From an optimization exercise on the open Yosys and OpenROAD flow, aimed at small area and a short achievable clock period; shortcuts taken in it are not production practice. Function was checked by simulation only, so behaviour that the tests miss may differ from the original. Power and IR drop assume default switching activity.

### flow/config.mk
export PLATFORM = sky130hd
export DESIGN_NAME = traffic_generator
export DESIGN_NICKNAME = traffic_generator
export VERILOG_FILES = /design/flow/design.v
export SDC_FILE = /design/flow/constraint.sdc
export NUM_CORES = 4
export LEC_CHECK = 0
export CAP_MARGIN = 20
export CORE_MARGIN = 2
export CORE_UTILIZATION = 40
export SLEW_MARGIN = 20
### flow/constraint.sdc
create_clock -name core_clock -period 7.0 [get_ports {clk}]
set_input_delay 1.4000 -clock core_clock [delete_from_list [all_inputs] [get_ports {clk}]]
set_output_delay 1.4000 -clock core_clock [all_outputs]
set_load 0.01 [all_outputs]
### flow/design.v
`default_nettype none
`default_nettype wire
`default_nettype none
package tg_proto_pkg;
	typedef logic [8-1:0] byte_t;
	localparam byte_t WRITE_START = 8'hFF;
	localparam byte_t READ_START = 8'hFE;
	localparam byte_t DONE_BYTE = 8'h1E;
	typedef enum logic [2:0] {
		ST_IDLE,
		ST_ADDR,
		ST_LEN,
		ST_WR_DATA,
		ST_WR_CMD,
		ST_RD_CMD,
		ST_RD_WAIT
	} parser_state_t;
endpackage
`default_nettype wire
`default_nettype none
package tg_mcb_pkg;
	typedef enum logic [2:0] {
		MCB_WRITE = 3'd0,
		MCB_READ = 3'd1,
		MCB_WRITE_AP = 3'd2,
		MCB_READ_AP = 3'd3
	} mcb_instr_t;
	typedef logic [30-1:0] mcb_addr_t;
	typedef logic [32-1:0] mcb_word_t;
	typedef logic [6-1:0] mcb_bl_t;
endpackage
`default_nettype wire
`timescale 1ns/1ps
`default_nettype none
module sync_fifo #(
	parameter int width = 8,
	parameter int depth = 16
) (
	input logic clk,
	input logic reset,
	input logic push,
	input logic pop,
	input logic [width-1:0] push_data,
	output logic [width-1:0] pop_data,
	output logic empty
);
	localparam int ptr_w = $clog2(depth);
	logic [width-1:0] mem [depth];
	logic [ptr_w-1:0] wr_ptr;
	logic [ptr_w-1:0] rd_ptr;
	logic [ptr_w:0] count;
	logic do_push;
	logic do_pop;
	assign do_push = push && (count != (ptr_w + 1)'(depth));
	assign do_pop = pop && !empty;
	assign empty = (count == '0);
	assign pop_data = mem[rd_ptr];
	always_ff @(posedge clk) begin
		if (do_push) begin
			mem[wr_ptr] <= push_data;
		end
	end
	always_ff @(posedge clk) begin
		if (reset) begin
			wr_ptr <= '0;
			rd_ptr <= '0;
			count <= '0;
		end else begin
			if (do_push) begin
				wr_ptr <= (wr_ptr == ptr_w'(depth - 1)) ? '0 : wr_ptr + 1'b1;
			end
			if (do_pop) begin
				rd_ptr <= (rd_ptr == ptr_w'(depth - 1)) ? '0 : rd_ptr + 1'b1;
			end
			count <= count + do_push - do_pop;
		end
	end
endmodule
`default_nettype wire
`timescale 1ns/1ps
`default_nettype none
module cmd_parser (
	input logic clk,
	input logic reset,
	input logic rx_done_tick,
	input tg_proto_pkg::byte_t rx_data_out,
	input logic in_drained,
	input logic cmd_full,
	input logic read_done,
	output logic in_push,
	output tg_mcb_pkg::mcb_word_t in_word,
	output logic cmd_en,
	output tg_mcb_pkg::mcb_instr_t cmd_instr,
	output tg_mcb_pkg::mcb_bl_t cmd_bl,
	output tg_mcb_pkg::mcb_addr_t cmd_byte_addr,
	output logic write_done,
	output logic read_start,
	output tg_mcb_pkg::mcb_bl_t read_len
);
	localparam int addr_cnt_w = $clog2(4);
	tg_proto_pkg::parser_state_t state;
	logic [addr_cnt_w-1:0] addr_cnt;
	tg_mcb_pkg::mcb_bl_t data_cnt;
	logic wr_go;
	logic rd_go;
	assign wr_go = (state == tg_proto_pkg::ST_WR_CMD) && in_drained && !in_push && !cmd_full;
	assign rd_go = (state == tg_proto_pkg::ST_RD_CMD) && !cmd_full;
	assign cmd_en = wr_go || rd_go;
	assign write_done = wr_go;
	assign read_start = rd_go;
	assign read_len = cmd_bl;
	always_ff @(posedge clk) begin
		if (reset) begin
			state <= tg_proto_pkg::ST_IDLE;
			addr_cnt <= '0;
			data_cnt <= '0;
			in_push <= 1'b0;
		end else begin
			in_push <= 1'b0;
			case (state)
				tg_proto_pkg::ST_IDLE: begin
					if (rx_done_tick && (rx_data_out == tg_proto_pkg::WRITE_START ||
							rx_data_out == tg_proto_pkg::READ_START)) begin
						addr_cnt <= '0;
						state <= tg_proto_pkg::ST_ADDR;
					end
				end
				tg_proto_pkg::ST_ADDR: begin
					if (rx_done_tick) begin
						addr_cnt <= addr_cnt + 1'b1;
						if (addr_cnt == addr_cnt_w'(4 - 1)) begin
							state <= tg_proto_pkg::ST_LEN;
						end
					end
				end
				tg_proto_pkg::ST_LEN: begin
					if (rx_done_tick) begin
						data_cnt <= '0;
						state <= (cmd_instr == tg_mcb_pkg::MCB_WRITE_AP) ? tg_proto_pkg::ST_WR_DATA : tg_proto_pkg::ST_RD_CMD;
					end
				end
				tg_proto_pkg::ST_WR_DATA: begin
					if (rx_done_tick) begin
						in_push <= 1'b1;
						data_cnt <= data_cnt + 1'b1;
						if (data_cnt == tg_mcb_pkg::mcb_bl_t'(cmd_bl - 1'b1)) begin
							state <= tg_proto_pkg::ST_WR_CMD;
						end
					end
				end
				tg_proto_pkg::ST_WR_CMD: begin
					if (wr_go) begin
						state <= tg_proto_pkg::ST_IDLE;
					end
				end
				tg_proto_pkg::ST_RD_CMD: begin
					if (rd_go) begin
						state <= tg_proto_pkg::ST_RD_WAIT;
					end
				end
				tg_proto_pkg::ST_RD_WAIT: begin
					if (read_done) begin
						state <= tg_proto_pkg::ST_IDLE;
					end
				end
				default: begin
					state <= tg_proto_pkg::ST_IDLE;
				end
			endcase
		end
	end
	always_ff @(posedge clk) begin
		if (rx_done_tick) begin
			in_word <= {{(32 - 8){1'b0}}, rx_data_out};
			case (state)
				tg_proto_pkg::ST_IDLE: begin
					cmd_instr <= (rx_data_out == tg_proto_pkg::READ_START) ? tg_mcb_pkg::MCB_READ_AP : tg_mcb_pkg::MCB_WRITE_AP;
				end
				tg_proto_pkg::ST_ADDR: begin
					cmd_byte_addr <= {cmd_byte_addr[30-8-1:0], rx_data_out};
				end
				tg_proto_pkg::ST_LEN: begin
					cmd_bl <= rx_data_out[6-1:0];
				end
				default: begin
				end
			endcase
		end
	end
endmodule
`default_nettype wire
`timescale 1ns/1ps
`default_nettype none
module write_drain (
	input logic clk,
	input logic reset,
	input logic in_push,
	input tg_mcb_pkg::mcb_word_t in_word,
	input logic wr_full,
	output logic wr_en,
	output tg_mcb_pkg::mcb_word_t wr_data,
	output logic in_drained
);
	logic fifo_empty;
	assign wr_en = !fifo_empty && !wr_full;
	assign in_drained = fifo_empty;
	sync_fifo #(
		.width(32),
		.depth(64)
	) u_in_fifo (
		.clk(clk),
		.reset(reset),
		.push(in_push),
		.pop(wr_en),
		.push_data(in_word),
		.pop_data(wr_data),
		.empty(fifo_empty)
	);
endmodule
`default_nettype wire
`timescale 1ns/1ps
`default_nettype none
module reply_builder (
	input logic clk,
	input logic reset,
	input logic write_done,
	input logic read_start,
	input tg_mcb_pkg::mcb_bl_t read_len,
	input tg_mcb_pkg::mcb_word_t rd_data,
	input logic rd_empty,
	output logic rd_en,
	output logic read_done,
	output logic reply_push,
	output tg_proto_pkg::byte_t reply_byte
);
	tg_mcb_pkg::mcb_bl_t remaining;
	logic rd_en_q;
	logic last_q;
	assign rd_en = (remaining != '0) && !rd_empty && !rd_en_q;
	always_ff @(posedge clk) begin
		if (reset) begin
			remaining <= '0;
			rd_en_q <= 1'b0;
			last_q <= 1'b0;
			read_done <= 1'b0;
			reply_push <= 1'b0;
		end else begin
			if (read_start) begin
				remaining <= read_len;
			end else if (rd_en) begin
				remaining <= remaining - 1'b1;
			end
			rd_en_q <= rd_en;
			last_q <= rd_en && (remaining == tg_mcb_pkg::mcb_bl_t'(1));
			read_done <= last_q;
			reply_push <= rd_en || last_q || write_done;
		end
	end
	always_ff @(posedge clk) begin
		reply_byte <= rd_en ? rd_data[8-1:0] : tg_proto_pkg::DONE_BYTE;
	end
endmodule
`default_nettype wire
`timescale 1ns/1ps
`default_nettype none
module tx_feeder (
	input logic clk,
	input logic reset,
	input logic reply_push,
	input tg_proto_pkg::byte_t reply_byte,
	input logic tx_busy,
	output logic tx_start_transmission,
	output tg_proto_pkg::byte_t tx_data_in
);
	logic fifo_empty;
	logic fifo_pop;
	logic [8-1:0] head_byte;
	assign fifo_pop = !fifo_empty && !tx_busy && !tx_start_transmission;
	sync_fifo #(
		.width(8),
		.depth(128)
	) u_reply_fifo (
		.clk(clk),
		.reset(reset),
		.push(reply_push),
		.pop(fifo_pop),
		.push_data(reply_byte),
		.pop_data(head_byte),
		.empty(fifo_empty)
	);
	always_ff @(posedge clk) begin
		if (reset) begin
			tx_start_transmission <= 1'b0;
		end else begin
			tx_start_transmission <= fifo_pop;
		end
	end
	always_ff @(posedge clk) begin
		if (fifo_pop) begin
			tx_data_in <= head_byte;
		end
	end
endmodule
`default_nettype wire
`timescale 1ns/1ps
`default_nettype none
module traffic_generator (
	input logic clk,
	input logic reset,
	input logic rx_done_tick,
	input tg_proto_pkg::byte_t rx_data_out,
	output logic tx_start_transmission,
	output tg_proto_pkg::byte_t tx_data_in,
	input logic tx_busy,
	output logic cmd_en,
	output tg_mcb_pkg::mcb_instr_t cmd_instr,
	output tg_mcb_pkg::mcb_bl_t cmd_bl,
	output tg_mcb_pkg::mcb_addr_t cmd_byte_addr,
	input logic cmd_full,
	output logic wr_en,
	output tg_mcb_pkg::mcb_word_t wr_data,
	input logic wr_full,
	output logic rd_en,
	input tg_mcb_pkg::mcb_word_t rd_data,
	input logic rd_empty
);
	logic in_push;
	tg_mcb_pkg::mcb_word_t in_word;
	logic in_drained;
	logic write_done;
	logic read_start;
	tg_mcb_pkg::mcb_bl_t read_len;
	logic read_done;
	logic reply_push;
	tg_proto_pkg::byte_t reply_byte;
	cmd_parser u_cmd_parser (
		.clk(clk),
		.reset(reset),
		.rx_done_tick(rx_done_tick),
		.rx_data_out(rx_data_out),
		.in_drained(in_drained),
		.cmd_full(cmd_full),
		.read_done(read_done),
		.in_push(in_push),
		.in_word(in_word),
		.cmd_en(cmd_en),
		.cmd_instr(cmd_instr),
		.cmd_bl(cmd_bl),
		.cmd_byte_addr(cmd_byte_addr),
		.write_done(write_done),
		.read_start(read_start),
		.read_len(read_len)
	);
	write_drain u_write_drain (
		.clk(clk),
		.reset(reset),
		.in_push(in_push),
		.in_word(in_word),
		.wr_full(wr_full),
		.wr_en(wr_en),
		.wr_data(wr_data),
		.in_drained(in_drained)
	);
	reply_builder u_reply_builder (
		.clk(clk),
		.reset(reset),
		.write_done(write_done),
		.read_start(read_start),
		.read_len(read_len),
		.rd_data(rd_data),
		.rd_empty(rd_empty),
		.rd_en(rd_en),
		.read_done(read_done),
		.reply_push(reply_push),
		.reply_byte(reply_byte)
	);
	tx_feeder u_tx_feeder (
		.clk(clk),
		.reset(reset),
		.reply_push(reply_push),
		.reply_byte(reply_byte),
		.tx_busy(tx_busy),
		.tx_start_transmission(tx_start_transmission),
		.tx_data_in(tx_data_in)
	);
endmodule
`default_nettype wire
### flow/run.sh
#!/bin/bash
# synth_recipe.tcl (not shown) runs the flow's synth.tcl, then flattens the netlist and writes it again
# the make line also repeats each setting of config.mk as NAME=value (left out here)
make -C /OpenROAD-flow-scripts/flow DESIGN_CONFIG=/design/flow/config.mk WORK_HOME=/design/flow/orfs CLKGATE_MAP_FILE= SYNTH_SCRIPT=/design/flow/synth_recipe.tcl finish
==> summary.md <==
| Metric | Value |
|---|---|
| Root Driver | clkbuf_16 |
| Register area share after synthesis | 75.6% |
| VDD IR max | 0.261 mV |
| Area Overhead vs Synth | 13.6% |
| Largest stage delay, worst path | 0.66 ns |
| Fraction of layout cells with a size suffix above 1 | 22.4% |
| Final Wtd Congestion | 0.771 |
| Vias in the first global route | 30900 |
| Tightest Pin Transition | 1.07 ns |
| Mapped Area | 65100 um2 |
| Hold path cells | 0 |
| Cell variety after synth | 63 |
| Slew HR | approximately 29% |
| Worst reg2reg path startpoint | u_tx_feeder.u_reply_fifo.rd_ptr[0] |
| Final #Nets | 3367 |
| Worst path cell trace | buf_4, mux4_2, mux4_2, nor2b_1, a211oi_1, a21oi_1, clkdlybuf4s50_1 |
| Ys async rst share | 0% |
| Synthesized area per cell | approximately 21 um2 |
| Initial antenna violation count | 5 |
| Row count | around 150 |
| FF-to-FF setup slack | 3.17 ns |
| Largest net degree at the start of global routing | between 100 and 150 |
| Final min period | 5.63 ns |
| Die extent in x | 408 um |
| H-tree levels | 4 |
| 1st-iter DRT viols | 3041 |
| Hold_sp | u_cmd_parser.cmd_byte_addr[19] |
| Setup Fix Bufs, Post-CTS | 0 |
| Die height | 408 um |
| Sink Count | 1667 |
| Max Clock Freq | roughly 0.18 GHz |
| Power Dens Cells | approximately 330 nW/um2 |
| Drt via density | 5.45 |
| Hold Crit Endpoint | u_cmd_parser.cmd_byte_addr[27] |
| Final setup TNS | 0 ns |
| Final setup vio count | 0 |
| Yosys Warn Count | 5 |
| Reg clk slew, reported paths | 0.06 ns |
| Crit-path most repeated cell | mux4_2 |
| Leakage power total | 22.3 nW |
| Total track usage | between 15 and 20% |
| Run status | complete, no violations |
| Initial Util | 40.2% |
| Slew Limit Fails | 0 |
| Final Hold Fails | 0 |
| First-pass iteration count of the detailed router | 5 |
| Slowest stage cell, crit path | dfxtp_4 |
| Post-Syn Instances | 3139 |
| # IOs | 130 |
| Critical path class | reg -> out |
| Crit Reg-Reg Endpoint | u_tx_feeder.tx_data_in[7] |
| GRT overflow | 0 |
| Max clock buf depth | 3 |
| Maximum fanout along the worst path | 23 |
| First-pass GRT wire length | around 210 mm |
| Clock Latency Late Sink | 0.81 ns |
| Hold_buf cts | 0 |
| Worst Skew | around 0.069 ns |
| Yosys reg bits | 1667 |
| Resized cells post-CTS | 0 |
| CTS tree | built |
| CTS Buf Count | 172 |
| Crit path launch type | register |
| Crit path DAT | 4.23 ns |
| Hold slack | 0.443 ns |
| Vias | 30600 |
| Max-cap viol count | 0 |
| DRT antenna net count | 0 |
| Period utilization | 80.5% |
| Worst R2R Path Depth | 6 |
| Full die area | 166000 um2 |
| Fillcell total | 13600 |
| Post-synth EDFFs | 1589 |
| RSZ-0062 raised after global routing | false |
| Worst Hold Class | reg -> reg |
| DRT Wirelength | 144 mm |
| DP Wirelength | 85.8 mm |
| Input/output buffers | about 80 |
| Avg WL per Cell | 25.7 um |
| Primary FF master, synth | edfxtp_1 |
| CORE AREA | 162000 um2 |
| Req. time, crit path | roughly 5.6 ns |
| DRC viols | 0 |
| CP endpoint kind | primary output |
[power by group]
part           internal, W  switching, W  leakage, nW  total, W
combinational      0.00151       0.00182         4.63   0.00333
clock              0.00513       0.00389         2.72   0.00903
sequential          0.0116      0.000397         14.9    0.0120
total               0.0182       0.00611         22.3    0.0243
[area by class of cell]
type,instances,area (um2),share of cell area [%]
Sequential cell,1667,49300,66.6
Multi-Input combinational cell,1275,14900,20.1
Clock buffer,225,4600,6.21
Tap cell,2175,2720,3.68
Timing Repair Buffer,139,1350,1.83
Clock inverter,91,1030,1.40
Inverter,32,120,0.162
Antenna cell,1,2.50,0.00338
[worst max-delay path, delay by kind of cell, from the launching register on]
family                 cells  cell delay, ns
AND/OR/NAND/NOR            1            0.16
flip-flops                 1            0.66
buffers and inverters      2            1.03
multiplexers               2            1.12
AO/OA/AOI/OAI              2            0.39
[registers in the layout, indices dropped and copies added (netlist names), named ones only]
register,count
u_cmd_parser.in_push,1
u_write_drain.u_in_fifo.mem,512
u_write_drain.u_in_fifo.wr_ptr,6
u_tx_feeder.tx_start_transmission,1
u_reply_builder.reply_push,1
u_cmd_parser.addr_cnt,2
u_reply_builder.rd_en_q,1
u_reply_builder.remaining,6
u_cmd_parser.in_word,8
u_cmd_parser.data_cnt,6
u_cmd_parser.cmd_instr,1
u_write_drain.u_in_fifo.rd_ptr,6
u_tx_feeder.u_reply_fifo.count,8
u_tx_feeder.tx_data_in,8
u_write_drain.u_in_fifo.count,7
u_tx_feeder.u_reply_fifo.wr_ptr,7
u_cmd_parser.cmd_byte_addr,30
u_tx_feeder.u_reply_fifo.rd_ptr,7
u_tx_feeder.u_reply_fifo.mem,1024
u_reply_builder.reply_byte,8
u_reply_builder.last_q,1
u_cmd_parser.state,3
u_cmd_parser.cmd_bl,6
u_reply_builder.read_done,1
[synthesized netlist by cell type (11+ instances only)]
library cell	instances	share of area, %
xor2_1	21	0.28
xnor2_1	18	0.24
ha_1	31	0.60
a211oi_1	36	0.41
mux2i_1	73	1.1
buf_4	55	0.63
inv_1	32	0.18
a31oi_1	11	0.11
buf_1	16	0.092
clkbuf_1	64	0.37
o21ai_0	19	0.15
mux4_2	433	15
nor3_1	21	0.16
nor2b_1	41	0.39
dfxtp_1	78	2.4
edfxtp_1	1589	73
a21oi_1	47	0.36
nand2_1	52	0.30
nor2_1	269	1.6
or3_1	11	0.11
nand3_1	31	0.24
buf_2	52	0.40
[cell families (layout without fill, tap and decap cells)]
kind of cell | after synthesis | count (layout) | share of synthesized area, %
buffers and inverters | 221 | 487 | 1.71
XOR/XNOR | 39 | 39 | 0.524
AO/OA/AOI/OAI | 177 | 177 | 1.82
multiplexers | 514 | 514 | 16.2
flip-flops | 1667 | 1667 | 75.6
AND/OR/NAND/NOR | 486 | 486 | 3.40
other | 2 | 27 | 0.0115
adder cells (fa/ha/maj) | 33 | 33 | 0.657
[per-stage QoR]
stage / setup slack [ns] / power [W] / util, % / instance area, um2 / std cells
global route: 1.10 / 0.0252 / 45.6 / 74000 / 5605
CTS: 1.20 / 0.0246 / 45.6 / 74000 / 5604
finish: 1.37 / 0.0243 / 45.6 / 74000 / 5605
detailed placement: 2.11 / 0.0156 / 42.2 / 68400 / 5288
global placement: 2.14 / 0.0155 / 42.2 / 68400 / 5288
floorplan: 2.18 / 0.0144 / - / 65200 / 3163
[cells in the final DEF (no fill, tap or decap), drive strengths merged, types with 11 or more instances in the layout]
| cell | synthesis | routed |
|---|---|---|
| edfxtp | 1589 | 1589 |
| nand3 | 31 | 31 |
| xor2 | 21 | 21 |
| or3 | 11 | 11 |
| ha | 31 | 31 |
| a211oi | 36 | 36 |
| xnor2 | 18 | 18 |
| nor2b | 41 | 41 |
| o21ai | 19 | 19 |
| inv | 32 | 40 |
| conb | 2 | 26 |
| mux4 | 433 | 433 |
| clkbuf | 64 | 225 |
| nor2 | 269 | 269 |
| nor3 | 21 | 21 |
| mux2i | 73 | 73 |
| clkdlybuf4s50 | 0 | 78 |
| nand2 | 52 | 52 |
| a31oi | 11 | 11 |
| bufinv | 0 | 12 |
| dfxtp | 78 | 78 |
| a21oi | 47 | 47 |
| buf | 125 | 61 |
| clkinv | 0 | 69 |
[layer usage]
metal  vias up  global-route usage (%)  part of all wire (%)
met1     16300                    23.9                    43
li1      13100                       -                     -
met4         2                    5.10                   2.4
met2       913                    27.9                    49
met3       216                    2.91                   5.8
met5         -                       0                0.0097
[worst max-delay path by stage]
stage,endpoint,slack [ns],depth (start not counted)
4_1_cts,wr_data[0],1.20,7
3_3_place_gp,wr_data[0],2.14,7
3_5_place_dp,wr_data[0],2.11,7
5_1_grt,wr_data[0],1.10,7
6_report,wr_data[0],1.37,7
2_1_floorplan,u_cmd_parser.addr_cnt[1],2.18,4

[what the ideal ports hide]
In the flow no input, the clock included, has a driving cell. The finished layout below was timed again as built, in two steps. Step 1 (the two cells are an assumption about what drives the block):
set clk [get_ports {clk}]
set_driving_cell -lib_cell sky130_fd_sc_hd__clkbuf_16 $clk
set_driving_cell -lib_cell sky130_fd_sc_hd__buf_2 [delete_from_list [all_inputs] $clk]
Step 2, shift: input delay + t, output delay - t, t = (earliest + latest rising clock arrival at the registers) / 2. This alone moves slack from input paths to output paths. Slacks: no drivers / after step 1 / after step 2; pairs: no drivers / after step 1.
t, ns: 0.864
setup slack, ns: 1.368 / 1.284 / 2.148
pins driven straight from the clock port: 1
After both steps setup and hold are still met in this run. For this run, drivers alone change the setup slack by -0.084 ns; drivers and shift together by +0.780 ns.
